From an optimization exercise on the open Yosys and OpenROAD flow, aimed at small area, a short achievable clock period and few clock cycles per item; shortcuts taken in it are not production practice.
The RTL was checked by simulation tests, not by an equivalence proof against the original design.
No activity file was given, so power comes from the tool's default toggle rates.

== fjord ==
Design muldiv_unit, start of the top module:
module muldiv_unit #(
    parameter int SLOT_W = 3
) (
    input  logic                 clk,
    input  logic                 rst,
    input  logic                 mul_start,
    input  muldiv_pkg::operand_t mul_a,
    input  muldiv_pkg::operand_t mul_b,
    input  logic [SLOT_W-1:0]    mul_tag,
    output logic                 mul_busy,
    input  logic                 div_start,
    input  muldiv_pkg::operand_t div_dividend,
    input  muldiv_pkg::operand_t div_divisor,
    input  logic [SLOT_W-1:0]    div_tag,
    output logic                 div_busy,
    input  logic [SLOT_W-1:0]    rd_slot,
    output muldiv_pkg::result_t  rd_data
);
    logic                mul_we;
    logic                mul_wr_next;
    logic [SLOT_W-1:0]   mul_slot;
    muldiv_pkg::result_t mul_data;
    logic                div_we;
    logic [2**SLOT_W-1:0] div_sel;
    logic [SLOT_W-1:0]   div_slot;
    muldiv_pkg::result_t div_data;
    logic                bank_we;
    logic [SLOT_W-1:0]   bank_slot;
    muldiv_pkg::result_t bank_data;
    shift_add_multiplier #(.SLOT_W(SLOT_W)) i_mul (
        .clk(clk), .rst(rst), .start(mul_start), .a(mul_a), .b(mul_b), .tag(mul_tag),
        .busy(mul_busy), .wr_en(mul_we), .wr_next(mul_wr_next), .wr_slot(mul_slot), .wr_data(mul_data)
    );
    restoring_divider #(.SLOT_W(SLOT_W)) i_div (
        .clk(clk), .rst(rst), .start(div_start), .dividend(div_dividend),
        .divisor(div_divisor), .tag(div_tag), .mul_wr_next(mul_wr_next), .busy(div_busy),
        .wr_en(div_we), .wr_sel(div_sel), .wr_slot(div_slot), .wr_data(div_data)
    );
    result_arbiter #(.SLOT_W(SLOT_W)) i_arb (
        .mul_we(mul_we), .mul_slot(mul_slot), .mul_data(mul_data),
  ...
export LEC_CHECK = 0
export CAP_MARGIN = 20
export CORE_MARGIN = 2
export CORE_UTILIZATION = 40
export CTS_BUF_LIST = sky130_fd_sc_hd__clkbuf_4 sky130_fd_sc_hd__clkbuf_8
export PLACE_DENSITY = 0.6
export SETUP_SLACK_MARGIN = 0.9
export SLEW_MARGIN = 20
create_clock -name core_clock -period 5.0 [get_ports {clk}]
run.sh (not shown) runs the stock make flow with config.mk's settings and CLKGATE_MAP_FILE= SYNTH_SCRIPT=/design/flow/synth_recipe.tcl, a recipe that flattens the netlist after the stock synthesis.
fjord: no failed stages, no open violations at the end
Testbench counts of fjord, summed over its fixed seeds: cycles 11,126, ops 3,200.
Modified inputs, onyx compared to fjord
Settings: SETUP_SLACK_MARGIN: 0.9 -> 0.7; CTS_BUF_LIST: sky130_fd_sc_hd__clkbuf_4 sky130_fd_sc_hd__clkbuf_8 -> unset.
Sort fjord and onyx by required time of the critical path desc -> top: fjord
onyx vs fjord on worst max-slew margin expressed relative to the limit: onyx is the higher one.
Compared with fjord, in onyx cell area went down 1.0%; max-slew violation count held.
Of onyx and fjord, it is onyx that has the lower global routing usage summed across all routing layers.
Looking at fjord and onyx, the number of distinct standard cells referenced by the synthesized netlist is a wash.
[compare] base=fjord new=onyx: fraction of area in clock buffers and inverters has increased; H-tree level count lost 1; fraction of the cycle the final worst path needs went up 3.6 points.
Cmp fjord and onyx / count of clock-buffer cells in the layout / higher: fjord
For pepper, these inputs were changed with respect to onyx:
Settings: SETUP_SLACK_MARGIN now 0.9, was 0.7.
[summary]
- The higher net switching fraction of the power of onyx and pepper is in onyx.
- Between onyx and pepper, the difference in via count is negligible.
- For total sequential power, onyx and pepper come out practically identical.
- In the flow results for onyx and pepper, the layout-stage area growth over the synthesis result is smaller on onyx.
- Final area was higher in pepper than in onyx.
- The count of filler cells inserted in the layout on onyx is in line with that on pepper.
- Compared with onyx, pepper shows a sequential share of layout area that is 0.56 points lower.
## Diff of input files: raven against pepper
Settings: changing SETUP_SLACK_MARGIN from 0.9 to 1.05; setting CTS_BUF_LIST to sky130_fd_sc_hd__clkbuf_4 sky130_fd_sc_hd__clkbuf_8 for the first time.
==> comparison <==
On worst endpoint data arrival time, raven and pepper are neck and neck. raven reports a higher total iterations of the first detailed-routing run than pepper does. Post-route cell area is higher on raven. As of raven, routed wire length had risen by a few percent compared to pepper.
Changes in delta relative to raven:
Settings: a change of SETUP_SLACK_MARGIN from 1.05 to 1.2.
==> run notes <==
Slew at the pin closest to its max-slew limit for delta: 0.069 ns up relative to raven. | critical path depth | delta vs raven | 9 higher |. In the reports for delta and raven, the smaller sequential share of layout area belongs to delta. Compared with raven, in delta multi-input logic area went up by about 1.7%, half-perimeter wire length after detailed placement did not really move, wire length was more or less identical, post-layout instance area went up, relative area of clock buffers and inverters in the final design held.
The following lists how maple was set up differently from delta:
Settings: SETUP_SLACK_MARGIN changed from 1.2 to 1.3; CTS_BUF_LIST removed (was sky130_fd_sc_hd__clkbuf_4 sky130_fd_sc_hd__clkbuf_8).
==> comparison <==
maple did not stop at any stage, and its layout met the timing, design-rule and antenna checks.
delta reached the end of the flow, and the finished layout is clean on the timing, design-rule and antenna checks.
Compared with delta, maple shows met3 wire length that has gone up by a few percent.
The largest vdd supply drop in maple sits about 5% above the value recorded for delta.
Non-clock buffer count in the final layout up about 15% in maple wrt delta


== lane 1 ==
muldiv_unit, a different RTL version from the one above (not shown whole).
For scale: about 840 flip-flops, roughly 53000 µm² of cells after synthesis.
==> flow/design.v (excerpt) <==
module muldiv_unit #(
    parameter int SLOT_W = 3
) (
    input  logic                 clk,
    input  logic                 rst,
    input  logic                 mul_start,
    input  muldiv_pkg::operand_t mul_a,
    input  muldiv_pkg::operand_t mul_b,
    input  logic [SLOT_W-1:0]    mul_tag,
    output logic                 mul_busy,
    input  logic                 div_start,
    input  muldiv_pkg::operand_t div_dividend,
    input  muldiv_pkg::operand_t div_divisor,
    input  logic [SLOT_W-1:0]    div_tag,
    output logic                 div_busy,
    input  logic [SLOT_W-1:0]    rd_slot,
    output muldiv_pkg::result_t  rd_data
);
make LEC_CHECK=0 CAP_MARGIN=20 CORE_MARGIN=2 CORE_UTILIZATION=40 CTS_BUF_LIST='sky130_fd_sc_hd__clkbuf_4 sky130_fd_sc_hd__clkbuf_8' PLACE_DENSITY=0.6 SETUP_SLACK_MARGIN=1.25 SLEW_MARGIN=20 TNS_END_PERCENT=5 finish   # period 5.0 ns
Testbench counts of lane 1, summed over its fixed seeds: cycles 11,126, ops 3,200.
Input changes introduced in lane 2 (baseline for comparison: lane 1):
# lane 1
export LEC_CHECK = 0
export CAP_MARGIN = 20
export CORE_MARGIN = 2
export CORE_UTILIZATION = 40
export CTS_BUF_LIST = sky130_fd_sc_hd__clkbuf_4 sky130_fd_sc_hd__clkbuf_8
export PLACE_DENSITY = 0.6
export SETUP_SLACK_MARGIN = 1.25
export SLEW_MARGIN = 20
export TNS_END_PERCENT = 5
create_clock -name core_clock -period 5.0 [get_ports {clk}]
# lane 2
export LEC_CHECK = 0
export CAP_MARGIN = 20
export CORE_MARGIN = 2
export CORE_UTILIZATION = 40
export CTS_BUF_LIST = sky130_fd_sc_hd__clkbuf_4 sky130_fd_sc_hd__clkbuf_8
export PLACE_DENSITY = 0.6
export SETUP_SLACK_MARGIN = 1.15
export SLEW_MARGIN = 20
create_clock -name core_clock -period 5.0 [get_ports {clk}]
==> run notes <==
- Summary of lane 2 over lane 1: total power draw saw an increase, layout cell share with drive strength beyond 1 saw an increase, portion of the clock cycle consumed by the worst path in the final layout lost 1.3 points, worst path arrival time fell by 0.13 ns, final cell count without fillers has increased.
- i_div.dvsr[17] as the launching element of the worst setup path was reported by lane 1, and i_mul.ls[6] by lane 2.
- [lane 2] wire length rose about 2% relative to lane 1

==> separate check: timing with driven ports <==
No port has a modelled driver above. Below, the same layouts with a new extraction and two added sets of constraints.
Step 1, drivers: a clkbuf_16 drives clk and a buf_2 each remaining input, both assumed.
Step 2 moves the port delays by t, midway between the first and last clock arrival at a register: inputs arrive t later, outputs are due t later. That takes back most of the time a late clock gives input paths.
a / b / c = ideal / step 1 / step 2; a / b = the first two.
| run | t, ns | setup slack, ns | worst register clock-pin slew, ns | worst data-port slew with drivers (ns) |
|---|---|---|---|---|
| fjord | 0.938 | 0.857 / 0.816 / 0.017 | 0.07 / 0.07 | 0.13 |
| onyx | 0.773 | 0.679 / 0.679 / 0.307 | 0.07 / 0.07 | 0.15 |
| pepper | 0.754 | 0.907 / 0.851 / 0.241 | 0.07 / 0.07 | 0.12 |
| raven | 0.961 | 0.921 / 0.840 / 0.270 | 0.07 / 0.07 | 0.14 |
| delta | 0.922 | 0.874 / 0.874 / 0.446 | 0.08 / 0.08 | 0.10 |
| maple | 0.752 | 0.964 / 0.964 / 0.659 | 0.07 / 0.07 | 0.11 |
| lane 1 | 0.955 | 1.066 / 1.066 / 0.189 | 0.08 / 0.08 | 0.07 |
| lane 2 | 0.971 | 1.129 / 1.129 / 0.325 | 0.07 / 0.07 | 0.06 |
After both steps every run listed still meets setup and hold. The setup slack of lane 1, which loses most, moves by 0.000 ns with the drivers and by -0.877 ns with both steps.
